This is an optimization exercise on Yosys and OpenROAD, whose aim is small area, a short achievable clock period and few clock cycles per item, not a production implementation. At most, simulation tests tie the RTL to the original design; equivalence was not proved. Only the layout flow was run in run 2; the RTL was not checked for function there. Power figures rest on the tool's default switching activity, not on a simulated workload.

File: flow/run.sh
#!/bin/bash
# synth_recipe.tcl (not shown) runs the flow's synth.tcl, then flattens the netlist and writes it again
# the make line also repeats each setting of config.mk as NAME=value (left out here)
make -C /OpenROAD-flow-scripts/flow DESIGN_CONFIG=/design/flow/config.mk WORK_HOME=/design/flow/orfs CLKGATE_MAP_FILE= SYNTH_SCRIPT=/design/flow/synth_recipe.tcl finish
File: flow/config.mk
export PLATFORM = sky130hd
export DESIGN_NAME = pixel_frame_statistics_unit
export DESIGN_NICKNAME = pixel_frame_statistics_unit
export VERILOG_FILES = /design/flow/design.v
export SDC_FILE = /design/flow/constraint.sdc
export NUM_CORES = 4
export LEC_CHECK = 0
export CAP_MARGIN = 20
export CORE_MARGIN = 2
export CORE_UTILIZATION = 40
export PLACE_DENSITY = 0.6
export SLEW_MARGIN = 20
File: flow/constraint.sdc
create_clock -name core_clock -period 4.5 [get_ports {i_clk}]
set_input_delay 0.9000 -clock core_clock [delete_from_list [all_inputs] [get_ports {i_clk}]]
set_output_delay 0.9000 -clock core_clock [all_outputs]
set_load 0.01 [all_outputs]
File: flow/design.v
package pfs_pkg;
    localparam int DEF_MAX_WIDTH  = 4096;
    localparam int DEF_MAX_HEIGHT = 4096;
    localparam int CFG_W          = 13;
    localparam int POS_W          = 12;
    localparam int CH_W           = 8;
    localparam int SUM_W          = 10;
    localparam int QUEUE_DEPTH    = 4;
    localparam logic [CFG_W-1:0] WIDTH_RESET   = CFG_W'(640);
    localparam logic [SUM_W-1:0] DARK_SUM_INIT = SUM_W'(256 * 3);
    localparam logic [CH_W-1:0]  CH_MAX_VAL    = CH_W'(255);
    typedef enum logic [1:0] {
        RK_BRIGHTEST = 2'd0,
        RK_DARKEST   = 2'd1,
        RK_CH_MAX    = 2'd2,
        RK_CH_MIN    = 2'd3
    } t_report_kind;
    typedef enum logic {
        BK_RUN,
        BK_REPORT
    } t_back_state;
    typedef struct packed {
        logic [CH_W-1:0] red;
        logic [CH_W-1:0] green;
        logic [CH_W-1:0] blue;
        logic            end_of_frame;
    } t_pix;
    typedef struct packed {
        t_report_kind     report_kind;
        logic [POS_W-1:0] pos_x;
        logic [POS_W-1:0] pos_y;
        logic [CH_W-1:0]  val_r;
        logic [CH_W-1:0]  val_g;
        logic [CH_W-1:0]  val_b;
        logic             last_of_run;
    } t_report;
    typedef struct packed {
        logic [POS_W-1:0] x;
        logic [POS_W-1:0] y;
        logic [CH_W-1:0]  r;
        logic [CH_W-1:0]  g;
        logic [CH_W-1:0]  b;
    } t_pix_rec;
    typedef struct packed {
        t_pix_rec         pix;
        logic [SUM_W-1:0] sum;
        logic             eof;
    } t_work;
endpackage
import pfs_pkg::*;
module pfs_front #(
    parameter int MAX_WIDTH  = pfs_pkg::DEF_MAX_WIDTH,
    parameter int MAX_HEIGHT = pfs_pkg::DEF_MAX_HEIGHT
) (
    input  logic                      i_clk,
    input  logic                      i_rst_n,
    input  logic                      i_cfg_we,
    input  logic [pfs_pkg::CFG_W-1:0] i_cfg_wdata,
    input  logic                      i_pix_valid,
    output logic                      o_pix_ready,
    input  pfs_pkg::t_pix             i_pix,
    input  logic                      i_q_full,
    output logic                      o_q_push,
    output pfs_pkg::t_work            o_q_data
);
    localparam int CW = (MAX_WIDTH > 1) ? $clog2(MAX_WIDTH) : 1;
    localparam int RW = (MAX_HEIGHT > 1) ? $clog2(MAX_HEIGHT) : 1;
    localparam int WW = (CW + 1 > CFG_W) ? CW + 1 : CFG_W;
    localparam logic [WW-1:0] W_MAX    = WW'(MAX_WIDTH);
    localparam logic [RW-1:0] ROW_LAST = RW'(MAX_HEIGHT - 1);
    logic [CFG_W-1:0] r_image_width;
    logic [CW-1:0]    r_col, n_col;
    logic [RW-1:0]    r_row, n_row;
    logic [WW-1:0]    w_ext, w_eff, col_inc;
    logic             accept;
    assign o_pix_ready = !i_q_full;
    assign accept      = i_pix_valid && o_pix_ready;
    assign o_q_push    = accept;
    always_comb begin
        o_q_data.pix.x = POS_W'(r_col);
        o_q_data.pix.y = POS_W'(r_row);
        o_q_data.pix.r = i_pix.red;
        o_q_data.pix.g = i_pix.green;
        o_q_data.pix.b = i_pix.blue;
        o_q_data.sum   = SUM_W'(i_pix.red) + SUM_W'(i_pix.green) + SUM_W'(i_pix.blue);
        o_q_data.eof   = i_pix.end_of_frame;
    end
    always_comb begin
        w_ext = WW'(r_image_width);
        priority if (w_ext == '0) begin
            w_eff = WW'(1);
        end else if (w_ext > W_MAX) begin
            w_eff = W_MAX;
        end else begin
            w_eff = w_ext;
        end
        col_inc = WW'(r_col) + WW'(1);
        n_col   = r_col;
        n_row   = r_row;
        if (accept) begin
            priority if (i_pix.end_of_frame) begin
                n_col = '0;
                n_row = '0;
            end else if (col_inc >= w_eff) begin
                n_col = '0;
                if (r_row != ROW_LAST) begin
                    n_row = r_row + RW'(1);
                end
            end else begin
                n_col = CW'(col_inc);
            end
        end
    end
    always_ff @(posedge i_clk) begin
        if (!i_rst_n) begin
            r_image_width <= WIDTH_RESET;
            r_col         <= '0;
            r_row         <= '0;
        end else begin
            if (i_cfg_we) begin
                r_image_width <= i_cfg_wdata;
            end
            r_col <= n_col;
            r_row <= n_row;
        end
    end
endmodule
import pfs_pkg::*;
module pfs_queue (
    input  logic           i_clk,
    input  logic           i_rst_n,
    input  logic           i_push,
    input  pfs_pkg::t_work i_data,
    output logic           o_full,
    input  logic           i_pop,
    output logic           o_empty,
    output pfs_pkg::t_work o_head
);
    localparam int QA = $clog2(QUEUE_DEPTH);
    logic [SUM_W+2*POS_W+3*CH_W:0] r_mem [0:QUEUE_DEPTH-1];
    logic [QA-1:0] r_wr_ptr, r_rd_ptr;
    logic [QA:0]   r_count;
    assign o_full  = (r_count == (QA+1)'(QUEUE_DEPTH));
    assign o_empty = (r_count == '0);
    assign o_head  = r_mem[r_rd_ptr];
    always_ff @(posedge i_clk) begin
        if (i_push) begin
            r_mem[r_wr_ptr] <= i_data;
        end
    end
    always_ff @(posedge i_clk) begin
        if (!i_rst_n) begin
            r_wr_ptr <= '0;
            r_rd_ptr <= '0;
            r_count  <= '0;
        end else begin
            if (i_push) begin
                r_wr_ptr <= r_wr_ptr + QA'(1);
            end
            if (i_pop) begin
                r_rd_ptr <= r_rd_ptr + QA'(1);
            end
            unique case ({i_push, i_pop})
                2'b10:   r_count <= r_count + (QA+1)'(1);
                2'b01:   r_count <= r_count - (QA+1)'(1);
                default: r_count <= r_count;
            endcase
        end
    end
endmodule
import pfs_pkg::*;
module pfs_back (
    input  logic             i_clk,
    input  logic             i_rst_n,
    input  logic             i_q_empty,
    input  pfs_pkg::t_work   i_q_head,
    output logic             o_q_pop,
    output logic             o_rpt_valid,
    input  logic             i_rpt_ready,
    output pfs_pkg::t_report o_rpt
);
    pfs_pkg::t_back_state r_state;
    pfs_pkg::t_back_state n_state;
    pfs_pkg::t_report_kind r_kind;
    pfs_pkg::t_report_kind n_kind;
    logic             r_out_valid, n_out_valid;
    pfs_pkg::t_report r_out;
    pfs_pkg::t_report n_out;
    logic             r_bright_valid, n_bright_valid;
    logic [SUM_W-1:0] r_bright_sum, n_bright_sum;
    pfs_pkg::t_pix_rec r_bright;
    pfs_pkg::t_pix_rec n_bright;
    logic [SUM_W-1:0] r_dark_sum, n_dark_sum;
    pfs_pkg::t_pix_rec r_dark;
    pfs_pkg::t_pix_rec n_dark;
    logic [2:0][CH_W-1:0] r_max;
    logic [2:0][CH_W-1:0] n_max;
    logic [2:0][CH_W-1:0] r_min;
    logic [2:0][CH_W-1:0] n_min;
    logic [2:0][CH_W-1:0] px;
    logic             out_free;
    assign o_rpt_valid = r_out_valid;
    assign o_rpt       = r_out;
    assign out_free    = !r_out_valid || i_rpt_ready;
    always_comb begin
        px[0] = i_q_head.pix.r;
        px[1] = i_q_head.pix.g;
        px[2] = i_q_head.pix.b;
        n_state        = r_state;
        n_kind         = r_kind;
        n_out_valid    = r_out_valid && !i_rpt_ready;
        n_out          = r_out;
        n_bright_valid = r_bright_valid;
        n_bright_sum   = r_bright_sum;
        n_bright       = r_bright;
        n_dark_sum     = r_dark_sum;
        n_dark         = r_dark;
        n_max          = r_max;
        n_min          = r_min;
        o_q_pop        = 1'b0;
        unique case (r_state)
            BK_RUN: begin
                if (!i_q_empty) begin
                    o_q_pop = 1'b1;
                    if (!r_bright_valid || i_q_head.sum > r_bright_sum) begin
                        n_bright_valid = 1'b1;
                        n_bright_sum   = i_q_head.sum;
                        n_bright       = i_q_head.pix;
                    end
                    if (i_q_head.sum < r_dark_sum) begin
                        n_dark_sum = i_q_head.sum;
                        n_dark     = i_q_head.pix;
                    end
                    for (int i = 0; i < 3; i++) begin
                        if (px[i] > r_max[i]) begin
                            n_max[i] = px[i];
                        end
                        if (px[i] < r_min[i]) begin
                            n_min[i] = px[i];
                        end
                    end
                    if (i_q_head.eof) begin
                        n_state = BK_REPORT;
                        n_kind  = RK_BRIGHTEST;
                    end
                end
            end
            BK_REPORT: begin
                if (out_free) begin
                    n_out_valid       = 1'b1;
                    n_out.report_kind = r_kind;
                    n_out.last_of_run = 1'b0;
                    unique case (r_kind)
                        RK_BRIGHTEST: begin
                            n_out.pos_x = r_bright.x;
                            n_out.pos_y = r_bright.y;
                            n_out.val_r = r_bright.r;
                            n_out.val_g = r_bright.g;
                            n_out.val_b = r_bright.b;
                            n_kind      = RK_DARKEST;
                        end
                        RK_DARKEST: begin
                            n_out.pos_x = r_dark.x;
                            n_out.pos_y = r_dark.y;
                            n_out.val_r = r_dark.r;
                            n_out.val_g = r_dark.g;
                            n_out.val_b = r_dark.b;
                            n_kind      = RK_CH_MAX;
                        end
                        RK_CH_MAX: begin
                            n_out.pos_x = '0;
                            n_out.pos_y = '0;
                            n_out.val_r = r_max[0];
                            n_out.val_g = r_max[1];
                            n_out.val_b = r_max[2];
                            n_kind      = RK_CH_MIN;
                        end
                        RK_CH_MIN: begin
                            n_out.pos_x       = '0;
                            n_out.pos_y       = '0;
                            n_out.val_r       = r_min[0];
                            n_out.val_g       = r_min[1];
                            n_out.val_b       = r_min[2];
                            n_out.last_of_run = 1'b1;
                            n_kind            = RK_BRIGHTEST;
                            n_state           = BK_RUN;
                            n_bright_valid    = 1'b0;
                            n_bright_sum      = '0;
                            n_bright          = '0;
                            n_dark_sum        = DARK_SUM_INIT;
                            n_dark            = '0;
                            for (int i = 0; i < 3; i++) begin
                                n_max[i] = '0;
                                n_min[i] = CH_MAX_VAL;
                            end
                        end
                    endcase
                end
            end
        endcase
    end
    always_ff @(posedge i_clk) begin
        r_out <= n_out;
    end
    always_ff @(posedge i_clk) begin
        if (!i_rst_n) begin
            r_state        <= BK_RUN;
            r_kind         <= RK_BRIGHTEST;
            r_out_valid    <= 1'b0;
            r_bright_valid <= 1'b0;
            r_bright_sum   <= '0;
            r_bright       <= '0;
            r_dark_sum     <= DARK_SUM_INIT;
            r_dark         <= '0;
            for (int i = 0; i < 3; i++) begin
                r_max[i] <= '0;
                r_min[i] <= CH_MAX_VAL;
            end
        end else begin
            r_state        <= n_state;
            r_kind         <= n_kind;
            r_out_valid    <= n_out_valid;
            r_bright_valid <= n_bright_valid;
            r_bright_sum   <= n_bright_sum;
            r_bright       <= n_bright;
            r_dark_sum     <= n_dark_sum;
            r_dark         <= n_dark;
            r_max          <= n_max;
            r_min          <= n_min;
        end
    end
endmodule
module pixel_frame_statistics_unit #(
    parameter int MAX_WIDTH  = pfs_pkg::DEF_MAX_WIDTH,
    parameter int MAX_HEIGHT = pfs_pkg::DEF_MAX_HEIGHT
) (
    input  logic                      i_clk,
    input  logic                      i_rst_n,
    input  logic                      i_cfg_we,
    input  logic [pfs_pkg::CFG_W-1:0] i_cfg_wdata,
    input  logic                      i_pix_valid,
    output logic                      o_pix_ready,
    input  logic [24:0]               i_pix,
    output logic                      o_rpt_valid,
    input  logic                      i_rpt_ready,
    output logic [50:0]               o_rpt
);
    logic  q_full, q_push, q_pop, q_empty;
    pfs_pkg::t_work q_in;
    pfs_pkg::t_work q_head;
    pfs_pkg::t_pix pix_in;
    pfs_pkg::t_report rpt_out;
    assign pix_in = i_pix;
    assign o_rpt  = rpt_out;
    pfs_front #(
        .MAX_WIDTH  (MAX_WIDTH),
        .MAX_HEIGHT (MAX_HEIGHT)
    ) u_front (
        .i_clk       (i_clk),
        .i_rst_n     (i_rst_n),
        .i_cfg_we    (i_cfg_we),
        .i_cfg_wdata (i_cfg_wdata),
        .i_pix_valid (i_pix_valid),
        .o_pix_ready (o_pix_ready),
        .i_pix       (pix_in),
        .i_q_full    (q_full),
        .o_q_push    (q_push),
        .o_q_data    (q_in)
    );
    pfs_queue u_queue (
        .i_clk   (i_clk),
        .i_rst_n (i_rst_n),
        .i_push  (q_push),
        .i_data  (q_in),
        .o_full  (q_full),
        .i_pop   (q_pop),
        .o_empty (q_empty),
        .o_head  (q_head)
    );
    pfs_back u_back (
        .i_clk       (i_clk),
        .i_rst_n     (i_rst_n),
        .i_q_empty   (q_empty),
        .i_q_head    (q_head),
        .o_q_pop     (q_pop),
        .o_rpt_valid (o_rpt_valid),
        .i_rpt_ready (i_rpt_ready),
        .o_rpt       (rpt_out)
    );
endmodule
==> results of run 1 <==
## cells in the final DEF (no fill, tap or decap), types with 10 or more instances in the layout
| master | netlist | final |
|---|---|---|
| clkdlybuf4s50_1 | 0 | 94 |
| edfxtp_1 | 287 | 287 |
| and2_1 | 12 | 11 |
| ha_1 | 104 | 101 |
| xnor2_1 | 21 | 21 |
| clkbuf_1 | 71 | 12 |
| nand4_1 | 16 | 16 |
| clkbuf_16 | 0 | 54 |
| a222oi_1 | 24 | 24 |
| o21ai_0 | 59 | 59 |
| a21oi_1 | 36 | 35 |
| clkinv_1 | 0 | 13 |
| nand2b_1 | 10 | 10 |
| nand2_1 | 259 | 259 |
| a21boi_0 | 12 | 12 |
| buf_4 | 0 | 21 |
| nor2b_1 | 24 | 23 |
| nand3_1 | 67 | 67 |
| nor2_1 | 30 | 30 |
| nor3_1 | 13 | 13 |
| mux4_2 | 59 | 59 |
| nand3_2 | 12 | 12 |
| o21ai_1 | 50 | 50 |
| mux2i_1 | 123 | 123 |
| inv_1 | 109 | 108 |
| dfxtp_1 | 215 | 213 |
| o22a_1 | 24 | 24 |
| a21o_1 | 14 | 14 |
## state kept, by name, indices dropped and copies added (netlist names), named ones only
name                   flops
u_back.r_kind              2
u_queue.r_wr_ptr           2
u_back.r_dark_sum         10
u_queue.r_count            3
u_back.r_state             1
u_back.r_out              51
u_front.r_col             12
u_back.r_bright           48
u_queue.r_mem            236
u_front.r_image_width     13
u_back.r_bright_sum       10
u_back.r_out_valid         1
u_back.r_max              24
u_queue.r_rd_ptr           2
u_back.r_min              24
u_back.r_bright_valid      1
u_front.r_row             12
u_back.r_dark             48
## power by group through the flow
stage / sequential [uW] / clock, uW / combinational [uW]
final: 6520 / 4360 / 5570
after global routing: 6640 / 4680 / 6180
after CTS: 6520 / 4470 / 5650
after global placement: 6570 / 0 / 5520
after detailed placement: 6610 / 0 / 5620
after floorplan: 6510 / 0 / 3920
## cell families after synthesis
| kind of cell | synth area share (%) |
|---|---|
| flops | 59.0 |
| simple gates | 10.1 |
| compound gates | 8.03 |
| buf+inv | 3.87 |
| mux | 11.7 |
| fa+ha+maj | 6.21 |
| xor+xnor | 1.16 |
## tightest hold or removal path, stage by stage, from the launching register on
cell     delay, ns
dfxtp_1       0.31
nand2_1       0.05
mux2i_1       0.05
## worst min-delay path by stage
stage / start / end / slack, ns / cells after the start
5_1_grt: u_back.r_bright[24] / u_back.r_bright[24] / 0.46 / 2
6_report: u_back.r_bright[16] / u_back.r_bright[16] / 0.46 / 2
3_3_place_gp: u_back.r_bright[3] / u_back.r_bright[3] / 0.44 / 2
2_1_floorplan: u_back.r_bright[0] / u_back.r_bright[0] / 0.43 / 2
3_5_place_dp: u_back.r_bright[5] / u_back.r_bright[5] / 0.45 / 2
4_1_cts: u_back.r_bright[6] / u_back.r_bright[6] / 0.46 / 2
## per-layer routing
metal  vias up  track usage [%]  share of wire (%)
li1       6633                -                  -
met1      6864             23.7                 47
met2       260             29.0                 47
met3        60             3.17                4.7
met4         0             4.41                1.8
met5         -                0                  0
## per-stage QoR
stage	hold WS [ns]	area, um2
final	0.457	25400
after global placement	0.442	23700
after floorplan	0.435	21900
after global routing	0.465	25400
after detailed placement	0.446	23700
after CTS	0.457	25400
## cell type report
class                      count  area share (%)
clock buffer                  68            5.60
inverter                     109            1.61
multi-input combinational   1057            32.2
timing repair buffer         124            5.03
tap                          696            3.43
sequential                   502            50.8
clock inverter                34            1.30
==> Flow_metrics.wiki, run 1 <==
{| class="wikitable"
! Metric !! Value
|-
| Core region area || 54000 um2
|-
| Unrepaired setup endpoints after global routing || no
|-
| Overall power || 16500 uW
|-
| Area share of the leading cell type in the synthesized netlist || 39.3%
|-
| Drt initial violations || 1027
|-
| Tcrit/Tclk final || 82.5%
|-
| Number of antenna violations at the first check in global routing || 0
|-
| Pre-Repair DR Iteration Count || 5
|-
| Setup slack after placement || 0.319 ns
|-
| DRC violations left || 0
|-
| Startpoint type of the worst setup path || flip-flop
|-
| Crit-path max FO || 10
|-
| Total track usage || 17.5%
|-
| Buffer and inverter count on the worst path || 0
|-
| Total detailed-routing wirelength || 48700 um
|-
| Synth async-reset ratio || 0%
|-
| Register-to-Register Setup Slack || 0.79 ns
|-
| Post-synth design cell area || 21900 um2
|-
| Ratio of cells with drive above 1 in the final layout || 10.7%
|-
| Slew at the pin closest to its max-slew limit || 0.839 ns
|-
| Count of cell types in the netlist || 58
|-
| Yosys warns || 3
|-
| Register bit total from synthesis || 502
|-
| Hold buffer count at cts || 0
|-
| # H-tree levels || 2
|-
| Synthesized area per cell || 12.4 um2
|-
| Largest buffer count on any clock path || 3
|-
| Estimated wirelength of the detail-placed design || 32200 um
|-
| Arrival time worst endpoint || 4.24 ns
|-
| Highest cell delay on the worst timing path || 0.56 ns
|-
| IR Drop Worst-Case VDD || 0.334 mV
|-
| Antenna diode count || 0
|-
| Area growth from synthesis to final layout || 16.0%
|-
| Die Area || 56700 um2
|-
| Most frequent cell after synthesis || edfxtp_1
|-
| Clock group share of total power || 26.5%
|-
| Post-route worst setup slack || 0.785 ns
|-
| Synthesized net count || 1915
|-
| Final Wtd Congestion || 0.795
|-
| Max-cap violation count || 0
|-
| Final total negative setup slack || 0 ns
|-
| Final setup skew || 0.0231 ns
|-
| Final core occ || 47.1%
|-
| Net switching power || 5560 uW
|-
| Synth top area cells || edfxtp_1 39%, dfxtp_1 20%, mux4_2 6.1%
|-
| Leftover overflow at the end of global routing || 0
|-
| Critical path endpoint || u_front.r_col[10]
|-
| Class of the most critical setup path || flip-flop to flip-flop
|-
| TritonCTS Sinks || 502
|-
| Headroom to the max-slew limit || 44.1%
|-
| Switching portion of total power || 33.8%
|-
| Post-layout nets || 1998
|-
| Instance count of the mapped netlist || 1765
|-
| Most numerous cell types in the synthesized netlist || 287 x edfxtp_1, 259 x nand2_1, 215 x dfxtp_1
|-
| Area of combinational cells with multiple inputs || 8180 um2
|-
| Hold violation total from the final report || 0
|-
| Required @ worst endpoint || 5.03 ns
|-
| Count of endpoints failing setup in the final report || 0
|-
| PwrDens || 647 nW/um2
|-
| List of cells traversed by the critical path || ha_1 -> nand3_1 -> or3_1 -> xnor2_1 -> ha_1 -> a41oi_1 -> o21ai_0 -> o31a_1 -> nor3_1 -> o21ai_0 -> a21boi_0
|-
| Storage cell area || 12900 um2
|-
| CTS tree || built
|-
| Worst Setup SP || u_front.r_col[0]
|-
| Per-cell routed wire length || 18.8 um
|-
| Detailed-route via count || 13800
|-
| Cell taking the most area after synthesis || edfxtp_1
|-
| Floorplan die height || 238 um
|-
| Main synth FF type || edfxtp_1
|-
| Master cell of the clock root buffer || clkbuf_16
|-
| Buffers inserted by post-CTS timing repair || 0
|-
| Pin count of the biggest net entering global routing || 57
|-
| Top delay family on crit path || simple AND/OR/NAND/NOR gates
|-
| Wire length of the first global-routing pass || 78100 um
|-
| Port buffer count || 95
|-
| Achievable frequency || 269 MHz
|-
| Number of filler instances in the final layout || 4803
|-
| Combinational share of power || 33.9%
|-
| Number of vias per cell || 5.33
|-
| Capture point of the worst reg-to-reg path || u_front.r_col[10]
|-
| Starting density of the core || 40.6%
|-
| Status || finished clean
|-
| Remaining antenna violation count after routing || 0
|-
| Instance count on the critical path || 11
|-
| Post-Layout Cell Count || 2590
|-
| Cell total after placement || 2488
|-
| HP Class || flip-flop to flip-flop
|-
| Number of gates resized after cts || 0
|-
| Critical Path Slowest Stage Cell || nor3_1
|-
| Endpoint type of the worst setup path || flip-flop
|-
| R2r startpoint || u_front.r_col[0]
|-
| Seq/Total Area, Yosys || 59.0%
|-
| Final worst path period need || 3.71 ns
|-
| Internal Pwr Total || 10900 uW
|-
| Part of the total power dissipated in sequential elements || 39.6%
|-
| TritonCTS Buffers || 54
|-
| Slew Limit Fails || 0
|-
| Number of global-route vias before repair || 13900
|-
| CTS clock-pin slew for the worst setup and hold paths || 0.06 ns
|-
| Latest clock arrival within the worst-skew pair || 0.61 ns
|-
| Width of the die || 238 um
|-
| Static Leak || 0.00927 uW
|-
| Number of synthesized flops with an enable pin || 287
|-
| Reg2reg path depth || 11
|-
| Number of placement rows || 85
|-
| Boundary Pins || 96
|}
Testbench counts, summed over its fixed seeds: cycles 32,535, pixels 31,687.
==> inputs of run 2 (changes only) <==
==> flow/design.v (replaced) <==
module pixel_frame_statistics_unit #(
    parameter int MAX_WIDTH  = 4096,
    parameter int MAX_HEIGHT = 4096
) (
    input  logic        i_clk,
    input  logic        i_rst_n,
    input  logic        i_cfg_we,
    input  logic [12:0] i_cfg_wdata,
    input  logic        i_pix_valid,
    output logic        o_pix_ready,
    input  logic [24:0] i_pix,
    output logic        o_rpt_valid,
    input  logic        i_rpt_ready,
    output logic [50:0] o_rpt
);
    logic [11:0] r_wm1;
    logic [11:0] r_col, r_row;
    logic        r_first;               
    logic        r_rep;                 
    logic [1:0]  r_kind;
    logic [23:0] r_bpos, r_dpos;        
    logic [23:0] r_bpix, r_dpix;        
    logic [2:0][7:0] r_max;
    logic [2:0][7:0] r_min;
    logic [2:0][7:0] ch;
    logic        accept, taken, wrap;
    logic [9:0]  sum, bsum, dsum;
    assign ch[0] = i_pix[24:17];
    assign ch[1] = i_pix[16:9];
    assign ch[2] = i_pix[8:1];
    assign taken       = r_rep && i_rpt_ready;
    assign o_pix_ready = !r_rep || (r_kind == 2'd3 && i_rpt_ready);
    assign accept      = i_pix_valid && o_pix_ready;
    assign o_rpt_valid = r_rep;
    assign sum  = 10'(ch[0]) + 10'(ch[1]) + 10'(ch[2]);
    assign bsum = 10'(r_bpix[23:16]) + 10'(r_bpix[15:8]) + 10'(r_bpix[7:0]);
    assign dsum = 10'(r_dpix[23:16]) + 10'(r_dpix[15:8]) + 10'(r_dpix[7:0]);
    assign wrap = r_col >= r_wm1;
    always_comb begin
        o_rpt[50:49] = r_kind;
        o_rpt[0]     = (r_kind == 2'd3);
        unique case (r_kind)
            2'd0: o_rpt[48:1] = {r_bpos, r_bpix};
            2'd1: o_rpt[48:1] = {r_dpos, r_dpix};
            2'd2: o_rpt[48:1] = {24'd0, r_max[0], r_max[1], r_max[2]};
            default: o_rpt[48:1] = {24'd0, r_min[0], r_min[1], r_min[2]};
        endcase
    end
    always_ff @(posedge i_clk) begin
        if (!i_rst_n) begin
            r_wm1 <= 12'd639;
        end else if (i_cfg_we) begin
            if (i_cfg_wdata[12])
                r_wm1 <= 12'd4095;
            else if (i_cfg_wdata[11:0] == 12'd0)
                r_wm1 <= 12'd0;
            else
                r_wm1 <= i_cfg_wdata[11:0] - 12'd1;
        end
    end
    always_ff @(posedge i_clk) begin
        if (!i_rst_n) begin
            r_col   <= '0;
            r_row   <= '0;
            r_first <= 1'b1;
            r_rep   <= 1'b0;
            r_kind  <= 2'd0;
        end else begin
            if (taken) begin
                r_kind <= r_kind + 2'd1;
                if (r_kind == 2'd3) r_rep <= 1'b0;
            end
            if (accept) begin
                r_first <= i_pix[0];
                if (i_pix[0]) begin
                    r_col <= '0;
                    r_row <= '0;
                    r_rep <= 1'b1;
                end else if (wrap) begin
                    r_col <= '0;
                    if (r_row != 12'd4095) r_row <= r_row + 12'd1;
                end else begin
                    r_col <= r_col + 12'd1;
                end
            end
        end
    end
    always_ff @(posedge i_clk) begin
        if (accept) begin
            if (r_first || sum > bsum) begin
                r_bpos <= {r_col, r_row};
                r_bpix <= i_pix[24:1];
            end
            if (r_first || sum < dsum) begin
                r_dpos <= {r_col, r_row};
                r_dpix <= i_pix[24:1];
            end
            for (int i = 0; i < 3; i++) begin
                if (r_first || ch[i] > r_max[i]) r_max[i] <= ch[i];
                if (r_first || ch[i] < r_min[i]) r_min[i] <= ch[i];
            end
        end
    end
endmodule
==> run 2 against run 1 <==
First-iteration DRC count fell by 35%; sequential share of layout area fell by 11 points; count of clock-buffer cells in the layout fell by 49; core utilization rose by 3.0 points; critical path type is now input pin to flip-flop; non-clock buffer count rose by 34.
==> Flow_metrics.wiki, run 2 <==
{| class="wikitable"
! Metric !! Value
|-
| Drt initial violations || 667 (-35%)
|-
| Per-cell routed wire length || 18.5 um (-1.7%)
|-
| Cell taking the most area after synthesis || edfxtp_1
|-
| # H-tree levels || 4 (+2)
|-
| Count of endpoints failing setup in the final report || 0 (unchanged)
|-
| Register bit total from synthesis || 184 (-63%)
|-
| CTS tree || built
|-
| Synthesized area per cell || 11.3 um2 (-8.8%)
|-
| TritonCTS Sinks || 184 (-63%)
|-
| Startpoint type of the worst setup path || input pin
|-
| Max-cap violation count || 0 (unchanged)
|-
| Final worst path period need || 4.28 ns (+0.564 ns)
|-
| Most frequent cell after synthesis || edfxtp_1
|-
| CTS clock-pin slew for the worst setup and hold paths || 0.07 ns (about the same)
|-
| Xor and xnor area share after synthesis || 3.02% (+1.9 points)
|-
| Number of synthesized flops with an enable pin || 144 (-50%)
|-
| Critical Path Slowest Stage Cell || fa_1
|-
| Crit-path max FO || 15 (+5)
|-
| Final setup skew || 0.0269 ns (+0.00381 ns)
|-
| Final Wtd Congestion || 0.786 (-1.2%)
|-
| Yosys warns || 1 (-2)
|-
| Post-synthesis mux area share || 2.68% (-9.0 points)
|-
| Final total negative setup slack || 0 ns (unchanged)
|-
| Endpoint type of the worst setup path || flip-flop
|-
| Top delay family on crit path || adder cells
|-
| Ratio of cells with drive above 1 in the final layout || 11.6% (+0.92 points)
|-
| Dominant combinational cell family by area after synthesis || adder cells
|-
| Tcrit/Tclk final || 95.1% (+13 points)
|-
| Largest buffer count on any clock path || 2 (-1)
|-
| Synth async-reset ratio || 0% (unchanged)
|-
| Boundary Pins || 96 (unchanged)
|-
| Estimated wirelength of the detail-placed design || 19900 um (-38%)
|-
| Achievable frequency || 234 MHz (-13%)
|-
| Headroom to the max-slew limit || 39.7% (-4.3 points)
|-
| Die Area || 27400 um2 (-52%)
|-
| Antenna diode count || 0 (unchanged)
|-
| Slew at the pin closest to its max-slew limit || 0.904 ns (+0.0646 ns)
|-
| Port buffer count || 95 (unchanged)
|-
| Most numerous cell types in the synthesized netlist || 144 x edfxtp_1, 109 x inv_1, 102 x ha_1
|-
| Buffer and inverter count on the worst path || 4 (+4)
|-
| Number of placement rows || 59 (-31%)
|-
| List of cells traversed by the critical path || clkdlybuf4s50_1 -> fa_1 -> ha_4 -> a21oi_2 -> o21bai_1 -> a21oi_2 -> o21ai_0 -> xnor2_1 -> ha_1 -> nand3_2 -> or4_1 -> o21ai_1 -> buf_4 -> a31oi_4 -> buf_12 -> clkbuf_16
|-
| TritonCTS Buffers || 17 (-69%)
|-
| Required @ worst endpoint || 4.70 ns (-0.33 ns)
|-
| Hold violation total from the final report || 0 (unchanged)
|-
| Number of antenna violations at the first check in global routing || 0 (unchanged)
|-
| Wire length of the first global-routing pass || 41000 um (-48%)
|-
| Arrival time worst endpoint || 4.48 ns (+0.24 ns)
|-
| Post-layout nets || 1238 (-38%)
|-
| Post-synth design cell area || 10500 um2 (-52%)
|-
| Master cell of the clock root buffer || clkbuf_16
|-
| Area share of the leading cell type in the synthesized netlist || 41.4% (+2.1 points)
|-
| Total track usage || 19.2% (+1.8 points)
|-
| Number of global-route vias before repair || 7286 (-48%)
|-
| Area growth from synthesis to final layout || 23.8%
|-
| IR Drop Worst-Case VDD || 0.188 mV (-44%)
|-
| Width of the die || 166 um (-30%)
|-
| Arithmetic-cell share of the synthesized area counting full adders, half adders and majority gates || 17.5% (+11 points)
|-
| Instance count of the mapped netlist || 923 (-48%)
|-
| Post-Layout Cell Count || 1414 (-45%)
|-
| Unrepaired setup endpoints after global routing || no
|-
| Synth top area cells || edfxtp_1 41%, ha_1 12%, dfxtp_1 7.7%
|-
| Compound-Gate Fraction of Synth Area || 13.5% (+5.5 points)
|-
| Remaining antenna violation count after routing || 0 (unchanged)
|-
| Synthesized net count || 1095 (-43%)
|-
| Highest cell delay on the worst timing path || 0.62 ns (+0.06 ns)
|-
| Status || finished clean
|-
| Main synth FF type || edfxtp_1
|-
| Count of cell types in the netlist || 52 (-10%)
|-
| Most used cells in the layout excluding fill and tap cells || 144 x edfxtp_1, 107 x inv_1, 97 x ha_1
|-
| Detailed-route via count || 7395 (-46%)
|-
| Leftover overflow at the end of global routing || 0 (unchanged)
|-
| HP Class || flip-flop to flip-flop
|-
| Floorplan die height || 166 um (-30%)
|-
| Seq/Total Area, Yosys || 49.0% (-9.9 points)
|-
| PwrDens || 435 nW/um2 (-33%)
|-
| Total detailed-routing wirelength || 26200 um (-46%)
|-
| Pin count of the biggest net entering global routing || 39 (-32%)
|-
| Basic-gate share of the synthesized area counting and, or, nand and nor cells || 9.09% (-1.0 points)
|-
| Most common library cell in the layout ignoring fill and taps || edfxtp_1
|-
| Latest clock arrival within the worst-skew pair || 0.45 ns (-0.16 ns)
|-
| DRC violations left || 0 (unchanged)
|-
| Core region area || 25800 um2 (-52%)
|-
| Cell total after placement || 1379 (-45%)
|-
| Slew Limit Fails || 0 (unchanged)
|-
| Starting density of the core || 40.4% (-0.12 points)
|-
| Static Leak || 0.00542 uW (-42%)
|-
| Pre-Repair DR Iteration Count || 6 (+1)
|-
| Top cell by count, worst path || a21oi_2
|-
| Number of vias per cell || 5.23 (-2.0%)
|-
| Class of the most critical setup path || input pin to flip-flop
|}
==> run 2: worst paths after layout <==
| path | startpoint | to | slack [ns] | depth (start not counted) |
|---|---|---|---|---|
| max reg2reg | r_dpix[1] | r_dpos[13] | 0.34 | 17 |
| max | i_pix[4] | r_bpix[11] | 0.22 | 16 |
| min reg2reg | r_wm1[6] | r_wm1[6] | 0.48 | 2 |
| min | r_wm1[6] | r_wm1[6] | 0.48 | 2 |
==> run 2: area by class of cell <==
type / instances / area (um2)
multi-input combinational: 596 / 4870
clock inverter: 13 / 120
timing repair buffer: 158 / 1530
tap: 335 / 419
sequential: 184 / 5120
inverter: 109 / 417
clock buffer: 19 / 454
fill: 2355 / 12900
==> run 2: layer usage <==
layer	track usage (%)	part of all wire (%)
met1	26.5	45
met2	31.6	48
met3	3.20	5.0
met4	5.10	1.2
met5	0	0
==> run 2: where the power goes <==
part	switching [uW]	internal [uW]
clock	688	765
sequential	109	2070
combinational	1040	961
==> run 2: worst register-to-register path, delay by kind of cell (launching register included) <==
family | cells | cell delay (ns)
compound gates | 8 | 1.33
fa+ha+maj | 4 | 1.49
buf+inv | 3 | 0.35
flops | 1 | 0.37
simple gates | 2 | 0.32
==> run 2: kinds of logic after synthesis <==
logic type	after synthesis
simple gates	193
xor+xnor	36
buf+inv	143
mux	28
flops	184
compound gates	209
fa+ha+maj	130
==> run 2: timing repair <==
item                                    in CTS  in global routing
gates cloned                                 0                  1
hold buffers                                 0                  0
endpoints found under the setup margin      88                 96
setup buffers                                0                  2
gates resized for setup                      1                 17
pin swaps                                    0                  9
==> run 2: per-stage QoR <==
stage | hold WS [ns] | cell area [um2] | total power, uW | utilization [%] | setup slack (ns)
floorplan | 0.444 | 10500 | 3420 | - | -0.139
global placement | 0.459 | 12300 | 4140 | 47.5 | -0.470
detailed placement | 0.467 | 12300 | 4180 | 47.5 | -0.519
CTS | 0.483 | 12800 | 5650 | 49.7 | 0.0126
global route | 0.497 | 12900 | 6010 | 50.1 | 0.0443
finish | 0.476 | 12900 | 5630 | 50.1 | 0.221
==> inputs of run 3 (changes only) <==
==> flow/design.v (replaced) <==
module pixel_frame_statistics_unit #(
    parameter int MAX_WIDTH  = 4096,
    parameter int MAX_HEIGHT = 4096
) (
    input  logic        i_clk,
    input  logic        i_rst_n,
    input  logic        i_cfg_we,
    input  logic [12:0] i_cfg_wdata,
    input  logic        i_pix_valid,
    output logic        o_pix_ready,
    input  logic [24:0] i_pix,
    output logic        o_rpt_valid,
    input  logic        i_rpt_ready,
    output logic [50:0] o_rpt
);
    logic [11:0] r_wm1;
    logic [11:0] r_col, r_row;
    logic [11:0] n_col;
    logic        r_first;               
    logic        r_ready;               
    logic        r_rep;                 
    logic [1:0]  r_kind;
    logic [3:0]  r_sel;                 
    logic [23:0] r_bpos, r_dpos;        
    logic [23:0] r_bpix, r_dpix;        
    logic [9:0]  r_bsum, r_dsum;
    logic [2:0][7:0] r_max;
    logic [2:0][7:0] r_min;
    logic        p_valid;               
    logic [24:0] p_pix;
    logic [9:0]  p_sum;
    logic        p_wrap;                
    logic [2:0][7:0] ch;
    logic        accept, fold, taken, last_taken;
    assign ch[0] = p_pix[24:17];
    assign ch[1] = p_pix[16:9];
    assign ch[2] = p_pix[8:1];
    assign o_pix_ready = r_ready;
    assign accept      = i_pix_valid && r_ready;
    assign fold        = p_valid;
    assign taken       = r_rep && i_rpt_ready;
    assign last_taken  = taken && r_kind == 2'd3;
    assign o_rpt_valid = r_rep;
    assign o_rpt[50:49] = r_kind;
    assign o_rpt[0]     = r_sel[3];
    assign o_rpt[48:25] = ({24{r_sel[0]}} & r_bpos) | ({24{r_sel[1]}} & r_dpos);
    assign o_rpt[24:1]  = ({24{r_sel[0]}} & r_bpix) | ({24{r_sel[1]}} & r_dpix)
                        | ({24{r_sel[2]}} & {r_max[0], r_max[1], r_max[2]})
                        | ({24{r_sel[3]}} & {r_min[0], r_min[1], r_min[2]});
    always_comb begin
        n_col = r_col;
        if (fold) begin
            if (p_pix[0] || p_wrap) n_col = '0;
            else                    n_col = r_col + 12'd1;
        end
    end
    always_ff @(posedge i_clk) begin
        p_pix  <= i_pix;
        p_sum  <= 10'(i_pix[24:17]) + 10'(i_pix[16:9]) + 10'(i_pix[8:1]);
        if (!fold)                   p_wrap <= r_col >= r_wm1;
        else if (p_pix[0] || p_wrap) p_wrap <= r_wm1 == 12'd0;
        else                         p_wrap <= 13'(r_col) + 13'd1 >= 13'(r_wm1);
        if (!i_rst_n) p_valid <= 1'b0;
        else          p_valid <= accept;
    end
    always_ff @(posedge i_clk) begin
        if (!i_rst_n) begin
            r_wm1 <= 12'd639;
        end else if (i_cfg_we) begin
            if (i_cfg_wdata[12])
                r_wm1 <= 12'd4095;
            else if (i_cfg_wdata[11:0] == 12'd0)
                r_wm1 <= 12'd0;
            else
                r_wm1 <= i_cfg_wdata[11:0] - 12'd1;
        end
    end
    always_ff @(posedge i_clk) begin
        if (!i_rst_n) begin
            r_col   <= '0;
            r_row   <= '0;
            r_first <= 1'b1;
            r_ready <= 1'b1;
            r_rep   <= 1'b0;
            r_kind  <= 2'd0;
            r_sel   <= 4'd0;
        end else begin
            r_col <= n_col;
            if (taken) begin
                r_kind <= r_kind + 2'd1;
                r_sel  <= {r_sel[2:0], 1'b0};
            end
            if (last_taken) begin
                r_rep   <= 1'b0;
                r_ready <= 1'b1;
            end
            if (accept && i_pix[0]) r_ready <= 1'b0;
            if (fold) begin
                r_first <= p_pix[0];
                if (p_pix[0]) begin
                    r_row <= '0;
                    r_rep <= 1'b1;
                    r_sel <= 4'd1;
                end else if (p_wrap && r_row != 12'd4095) begin
                    r_row <= r_row + 12'd1;
                end
            end
        end
    end
    always_ff @(posedge i_clk) begin
        if (fold) begin
            if (r_first || p_sum > r_bsum) begin
                r_bpos <= {r_col, r_row};
                r_bpix <= p_pix[24:1];
                r_bsum <= p_sum;
            end
            if (r_first || p_sum < r_dsum) begin
                r_dpos <= {r_col, r_row};
                r_dpix <= p_pix[24:1];
                r_dsum <= p_sum;
            end
            for (int i = 0; i < 3; i++) begin
                if (r_first || ch[i] > r_max[i]) r_max[i] <= ch[i];
                if (r_first || ch[i] < r_min[i]) r_min[i] <= ch[i];
            end
        end
    end
endmodule
--- a/flow/config.mk
+++ b/flow/config.mk
@@ -9,4 +9,5 @@
 export CORE_MARGIN = 2
 export CORE_UTILIZATION = 40
 export PLACE_DENSITY = 0.6
+export SETUP_SLACK_MARGIN = 2.0
 export SLEW_MARGIN = 20
==> run 3 against run 2 <==
Largest power group unchanged; non-clock buffer count shrank 21; flip-flop and latch count increased by 62; core utilization up 1.1 points; setup slack improved by 1.7 ns; clock power increased by 53%; wire length is 4.9% higher; critical path depth fell by 11.
==> Flow_metrics.wiki, run 3 <==
{| class="wikitable"
! Metric !! Value
|-
| Starting density of the core || 40.8% (+0.33 points)
|-
| Startpoint type of the worst setup path || flip-flop
|-
| # H-tree levels || 1 (-3)
|-
| Number of global-route vias before repair || 7579 (+4.0%)
|-
| TritonCTS Buffers || 26 (+9)
|-
| Area of combinational cells with multiple inputs || 4650 um2 (-4.6%)
|-
| Post-synth design cell area || 11400 um2 (+9.0%)
|-
| Core region area || 27900 um2 (+8.1%)
|-
| Remaining antenna violation count after routing || 0 (unchanged)
|-
| Post-layout nets || 1243 (+0.40%)
|-
| Synth async-reset ratio || 0% (unchanged)
|-
| Arrival time worst endpoint || 1.67 ns (-2.81 ns)
|-
| Yosys warns || 1 (unchanged)
|-
| Register bit total from synthesis || 246 (+34%)
|-
| Total placed instance area || 12900 um2 (+4.9%)
|-
| Setup slack after placement || 1.29 ns (+1.81 ns)
|-
| Max reg flops || 25
|-
| Port buffer count || 95 (unchanged)
|-
| Final Cell Area || 14300 um2 (+10%)
|-
| Total detailed-routing wirelength || 27400 um (+4.9%)
|-
| Seq/Total Area, Yosys || 57.7% (+8.6 points)
|-
| Die Area || 29800 um2 (+8.8%)
|-
| Required @ worst endpoint || 3.60 ns (-1.10 ns)
|-
| Met2 layer usage reported by global route || 30.8% (-0.89 points)
|-
| Wire length of the first global-routing pass || 42800 um (+4.4%)
|-
| Pre-Repair DR Iteration Count || 5 (-1)
|-
| Slew at the pin closest to its max-slew limit || 0.981 ns (+0.0776 ns)
|-
| Count of endpoints failing setup in the final report || 0 (unchanged)
|-
| Hold violation total from the final report || 0 (unchanged)
|-
| Met1 Usage GRT || 24.0% (-2.5 points)
|-
| Number of filler instances in the final layout || 2459 (+4.4%)
|-
| Main synth FF type || edfxtp_1
|-
| Cell taking the most area after synthesis || edfxtp_1
|-
| Largest buffer count on any clock path || 3 (+1)
|-
| Storage cell area || 6600 um2 (+29%)
|-
| Area growth from synthesis to final layout || 25.5%
|-
| CTS clock-pin slew for the worst setup and hold paths || 0.06 ns (about the same)
|-
| Register name with the most flops || p_pix
|-
| Crit-path max FO || 6 (-9)
|-
| Final worst path period need || 2.57 ns (-1.71 ns)
|-
| Total track usage || 18.0% (-1.2 points)
|-
| Leftover overflow at the end of global routing || 0 (unchanged)
|-
| Final total negative setup slack || 0 ns (unchanged)
|-
| Master cell of the clock root buffer || clkbuf_16
|-
| TritonCTS Sinks || 246 (+34%)
|-
| Count of cell types in the netlist || 52 (unchanged)
|-
| Achievable frequency || 390 MHz (+67%)
|-
| PwrDens || 409 nW/um2 (-6.1%)
|-
| Unrepaired setup endpoints after global routing || yes
|-
| Area share of the leading cell type in the synthesized netlist || 43.2% (+1.9 points)
|-
| Status || finished clean
|-
| Headroom to the max-slew limit || 34.3% (-5.5 points)
|-
| DRC violations left || 0 (unchanged)
|-
| Per-cell routed wire length || 18.4 um (-0.44%)
|-
| Number of vias per cell || 5.20 (-0.56%)
|-
| Class of the most critical setup path || flip-flop to primary output
|-
| Synthesized net count || 1111 (+1.5%)
|-
| HP Class || flip-flop to flip-flop
|-
| Post-route worst setup slack || 1.93 ns (+1.71 ns)
|-
| Synth top area cells || edfxtp_1 43%, dfxtp_1 14%, ha_1 11%
|-
| Static Leak || 0.00582 uW (+7.5%)
|-
| Number of antenna violations at the first check in global routing || 0 (unchanged)
|-
| Most common library cell in the layout ignoring fill and taps || edfxtp_1
|-
| Antenna diode count || 0 (unchanged)
|-
| Max-cap violation count || 0 (unchanged)
|-
| Final setup skew || 0.00921 ns (-0.0177 ns)
|-
| CTS tree || built
|-
| Met3 demand-to-capacity share in global routing || 2.79% (-0.41 points)
|-
| Most numerous cell types in the synthesized netlist || 164 x edfxtp_1, 99 x ha_1, 92 x inv_1
|-
| Pin count of the biggest net entering global routing || 37 (-5.1%)
|-
| Drt initial violations || 486 (-27%)
|-
| Boundary Pins || 96 (unchanged)
|-
| Detailed-route via count || 7749 (+4.8%)
|-
| Synthesized area per cell || 11.9 um2 (+4.8%)
|-
| Latest clock arrival within the worst-skew pair || 0.53 ns (+0.08 ns)
|-
| Instance count of the mapped netlist || 960 (+4.0%)
|-
| Final Wtd Congestion || 0.797 (+1.4%)
|-
| Floorplan die height || 173 um (+4.3%)
|-
| Width of the die || 173 um (+4.3%)
|-
| Tcrit/Tclk final || 57.0% (-38 points)
|-
| Endpoint type of the worst setup path || primary output
|-
| Global-route layer with the greatest usage || met2
|-
| Most used cells in the layout excluding fill and tap cells || 164 x edfxtp_1, 95 x ha_1, 86 x inv_1
|-
| IR Drop Worst-Case VDD || 0.286 mV (+52%)
|-
| Number of placement rows || 61 (+3.4%)
|-
| Ratio of cells with drive above 1 in the final layout || 18.3% (+6.8 points)
|-
| Estimated wirelength of the detail-placed design || 17300 um (-13%)
|-
| Number of synthesized flops with an enable pin || 164 (+14%)
|-
| Slew Limit Fails || 0 (unchanged)
|-
| Most frequent cell after synthesis || edfxtp_1
|}
[run 3: metrics by stage]
stage                     util (%)  hold WS [ns]  power [uW]  cells
final                         51.2         0.494        5840   1490
after global placement        46.0         0.472        3580   1413
after CTS                     50.4         0.498        5850   1485
after floorplan                  -         0.439        3290    960
after global routing          51.2         0.516        6100   1490
after detailed placement      46.1         0.483        3590   1413
[run 3: worst max-delay path, stage by stage, from the launching register on]
cell     delay [ns]
dfxtp_4        0.38
buf_12         0.14
buf_12         0.13
buf_16         0.13
a22o_1         0.22
buf_2          0.13
[run 3: area by class of cell]
| class | count | share of cell area (%) |
|---|---|---|
| clock inverters | 14 | 0.954 |
| clock buffers | 34 | 5.42 |
| repair buffers | 137 | 9.10 |
| well taps | 378 | 3.31 |
| multi-input cells | 588 | 32.5 |
| inverters | 93 | 2.47 |
| flip-flops and latches | 246 | 46.2 |
[run 3: metal layers]
layer / wire length (um) / part of all wire (%) / up-vias
met5: 0 / 0 / -
met4: 440 / 1.6 / 0
met3: 1130 / 4.1 / 28
met2: 13500 / 49 / 123
met1: 12400 / 45 / 3777
li1: - / - / 3821
[run 3: cell families (layout without fill, tap and decap cells)]
group | after synthesis | in the layout | synth area share (%)
and+or+nand+nor | 210 | 211 | 9.33
muxes | 1 | 1 | 0.0879
adders and majority gates | 108 | 108 | 12.5
buffers and inverters | 127 | 278 | 4.24
AOI/OAI and AO/OA | 239 | 239 | 14.0
xor gates and xnor gates | 29 | 29 | 2.23
DFF | 246 | 246 | 57.7
[run 3: timing repair]
item	in CTS	in global routing
setup endpoints to repair	103	98
cloned	5	3
resized for setup	263	35
pin swaps	14	6
hold endpoints to repair	0	0
hold buffers	0	0
setup buffers	19	2
[run 3: where the power goes]
| part | switching, uW | internal [uW] |
|---|---|---|
| logic | 450 | 329 |
| clock network | 887 | 1330 |
| registers | 143 | 2700 |
[run 3: final timing paths]
kind              slack [ns]     start  cells past startpoint    endpoint
hold / removal          0.49  p_sum[0]                      0   r_dsum[0]
setup reg to reg        2.11  p_sum[9]                      7  r_bpos[22]
setup / recovery        1.93  r_sel[0]                      5   o_rpt[25]
hold reg to reg         0.49  p_sum[0]                      0   r_dsum[0]
Testbench counts of run 3, summed over its fixed seeds: cycles 32,687, pixels 31,687.

[separate check: timing with driven ports]
How much do the figures lean on ideal ports? The routed layouts below were timed once more, with nothing changed but the port constraints. Step 1: set_driving_cell puts a clkbuf_16 on i_clk and a buf_2 on each other input, an assumption about the parent block. Step 2 times the ports against the registers' clock, not the clock port: input delays grow and output delays shrink by t, the midpoint of the rising clock arrivals with the driver on. a / b / c = ideal ports / drivers / drivers and shift; a / b = the first two.
run	t, ns	setup slack, ns	latest minus earliest clock arrival (ns)
run 1	0.649	0.785 / 0.785 / 0.278	0.023 / 0.023
run 2	0.482	0.221 / 0.245 / -0.237	0.027 / 0.027
run 3	0.575	1.934 / 1.884 / 1.455	0.010 / 0.009
With both steps, setup timing fails in run 2, where it was met with ideal ports. The setup slack of run 1, which loses most, moves by 0.000 ns with the drivers and by -0.507 ns with both steps.
